This design comes from an exercise in tuning for small area on the open sky130 flow, not from production work.
Where RTL was checked, it was by simulation tests only, not by an equivalence proof against the original.
Power figures rest on the tool's default switching activity, not on a simulated workload. The clock port is modelled as an ideal driver; clocking choices that lean on that would not hold on a real chip.

// stream_buffer
module stream_buffer (
	input  wire logic                            ti_clk,
	input  wire logic                            rst_n,
	input  wire logic                            write,
	input  wire stream_buffer_pkg::sample_t      data_in,
	input  wire logic                            read,
	output logic [stream_buffer_pkg::WORD_W-1:0] data_out,
	output stream_buffer_pkg::fill_t             fill_count
);
	stream_buffer_pkg::word_t                                   pk_data;
	logic                                                       pk_valid;
	logic                                                       pair_done;
	logic                                                       pending;
	logic                                                       shift_lo;
	logic                                                       shift_hi;
	logic [stream_buffer_pkg::TOTAL_W-1:0]                      total;
	stream_buffer_pkg::word_t [stream_buffer_pkg::CHAIN_DEPTH-1:0] chain;
	word_packer u_packer (
		.ti_clk(ti_clk), .rst_n(rst_n), .write(write), .data_in(data_in),
		.pk_data(pk_data), .pair_done(pair_done), .pk_valid(pk_valid), .pending(pending)
	);
	bulk_store u_store (
		.ti_clk(ti_clk), .pk_data(pk_data), .shift_lo(shift_lo),
  ...
Size: ~1300 cells after synthesis, about 690 flip-flops, ~25000 sq um of cells after synthesis.
==> module out_queue, before the edit <==
module out_queue (
	input  wire logic                                  ti_clk,
	input  wire logic                                  rst_n,
	input  wire logic                                  push,
	input  wire logic                                  pair_done,
	input  wire logic                                  read,
	input  wire stream_buffer_pkg::word_t [stream_buffer_pkg::CHAIN_DEPTH-1:0] chain,
	output logic                                       shift_lo,
	output logic                                       shift_hi,
	output logic [stream_buffer_pkg::TOTAL_W-1:0]      total,
	output stream_buffer_pkg::word_t                   data_out
);
	localparam int CD     = stream_buffer_pkg::CHAIN_DEPTH;
	localparam int SD     = stream_buffer_pkg::STORE_DEPTH;
	localparam int QD     = stream_buffer_pkg::QUEUE_DEPTH;
	localparam int TW     = stream_buffer_pkg::TOTAL_W;
	localparam int QW     = stream_buffer_pkg::QCNT_W;
	logic [QW-1:0] qcount;
	logic          shown;
	logic          q_empty;
	logic          q_full;
	logic          q_last;
	logic          st_empty;
	logic          st_full;
	logic          xfer;
	logic          drop;
	logic          pop;
	logic          grow;
	logic          head_dn;
	logic          head_up;
	logic          head_down;
	logic [TW-1:0] total_next;
	logic [CD-1:0] head_q;
	logic [CD-1:0] sel;
	assign q_empty  = (qcount == '0);
	assign q_full   = (qcount == QW'(QD));
	assign q_last   = (qcount == QW'(1));
	assign st_empty = (total == TW'(qcount));
	assign st_full  = (total == TW'(qcount) + TW'(SD));
	assign xfer     = ~st_empty & ~q_full;
	assign drop     = push & st_full & ~xfer;
	assign pop      = read & ~q_empty;
	assign grow     = push & ~drop;
	assign total_next = total + TW'(grow) - TW'(pop);
	assign shift_lo = pair_done;
	assign shift_hi = pair_done & (total_next != TW'(CD));
	always_ff @(posedge ti_clk or negedge rst_n) begin
		if (!rst_n) begin
			total  <= '0;
			qcount <= '0;
			shown  <= 1'b0;
		end else begin
			total  <= total_next;
			qcount <= qcount + QW'(xfer) - QW'(pop);
			if (xfer) begin
				shown <= 1'b1;
			end
		end
	end
	assign head_dn   = q_empty ? xfer : (pop & ~(q_last & ~xfer));
	assign head_up   = shift_hi & ~head_dn;
	assign head_down = head_dn & ~shift_hi;
	always_ff @(posedge ti_clk or negedge rst_n) begin
		if (!rst_n) begin
			head_q <= '0;
		end else if (!shown) begin
			if (xfer) begin
				head_q <= CD'(1) << (TW'(grow) + TW'(shift_hi));
			end
		end else if (head_up) begin
			head_q <= {head_q[CD-2:0], 1'b0};
		end else if (head_down) begin
			head_q <= {1'b0, head_q[CD-1:1]};
		end
	end
	assign sel = head_q;
	always_comb begin
		data_out = '0;
		for (int i = 0; i < CD; i++) begin
			data_out = data_out | ({stream_buffer_pkg::WORD_W{sel[i]}} & chain[i]);
		end
	end
endmodule
clock: 4.0 ns
lec_check: 0
cap_margin: 20
core_margin: 2
core_utilization: 40
slew_margin: 20
standard.sh (not shown) runs the stock make flow with config.mk's settings and CLKGATE_MAP_FILE= SYNTH_SCRIPT=/design/flow/synth_recipe.tcl, a recipe that flattens the netlist after the stock synthesis.
==> flow/flow/run.sh <==
#!/bin/bash
# The standard layout (standard.sh: the ORFS flow, standard synthesis) with
# three settings changed:
#  - ports are buffered with sky130_fd_sc_hd__buf_1 instead of the default cell
#  - clock tree sinks are clustered into groups of up to 30 within 100 um
#  - clock tree synthesis inserts no dummy loads
# Full make output goes to flow_make.log; ORFS's per-step logs are under orfs/logs.
set -euo pipefail
cd "$(dirname "${BASH_SOURCE[0]}")/.."
bash standard.sh \
  "BUFFER_PORTS_ARGS=-buffer_cell sky130_fd_sc_hd__buf_1" \
  "CTS_ARGS=-sink_clustering_enable -repair_clock_nets -sink_clustering_size 30 -sink_clustering_max_diameter 100 -dont_use_dummy_load" \
  finish > flow_make.log 2>&1
The first run completed without violations.
Then changed:
--- a/flow/design.v
+++ b/flow/design.v
@@ -136,9 +136,5 @@
 	always_ff @(posedge ti_clk or negedge rst_n) begin
 		if (!rst_n) begin
-			head_q <= '0;
-		end else if (!shown) begin
-			if (xfer) begin
-				head_q <= CD'(1) << (TW'(grow) + TW'(shift_hi));
-			end
+			head_q <= CD'(1);
 		end else if (head_up) begin
 			head_q <= {head_q[CD-2:0], 1'b0};
@@ -147,5 +143,5 @@
 		end
 	end
-	assign sel = head_q;
+	assign sel = {head_q[CD-1:3], head_q[2:0] & {3{shown}}};
 	always_comb begin
 		data_out = '0;
Effect:
- critical path depth climbs by 1
- worst hold slack gains 16 ps
- utilization drops by 0.64 points
- setup slack is better by 250 ps
- design area falls by 1.5%
- cell count came out lower by 2.6%
- clock skew hardly moves
- combinational power went down by 69%
- clock power barely changes
- wire length drops by 2.4%
- global-route usage decreases by 0.19 points
The RTL of the first run of this note was laid out without a check of its function.

static timing again, ports no longer ideal:
Ports are ideal in the flow. The routed layouts listed here were re-timed in OpenROAD.
Step 1 assumes that a clkbuf_16 drives the clock port and a buf_2 every other input.
Step 2, shift: input delay + t, output delay - t, t = (earliest + latest rising clock arrival at the registers) / 2. This alone moves slack from input paths to output paths.
Three values: no drivers, after step 1, after step 2; two values: the first two.
| run | shift t [ns] | setup WS [ns] | clock arrival spread, ns | slew at the worst register clock pin (ns) |
|---|---|---|---|---|
| the first run | 0.639 | 0.227 / 0.227 / 0.106 | 0.053 / 0.053 | 0.12 / 0.12 |
| the second run | 0.637 | 0.473 / 0.423 / 0.250 | 0.072 / 0.073 | 0.12 / 0.12 |
After both steps every run listed still meets setup and hold. For the second run, which loses most, drivers alone change the setup slack by -0.050 ns; drivers and shift together by -0.223 ns.
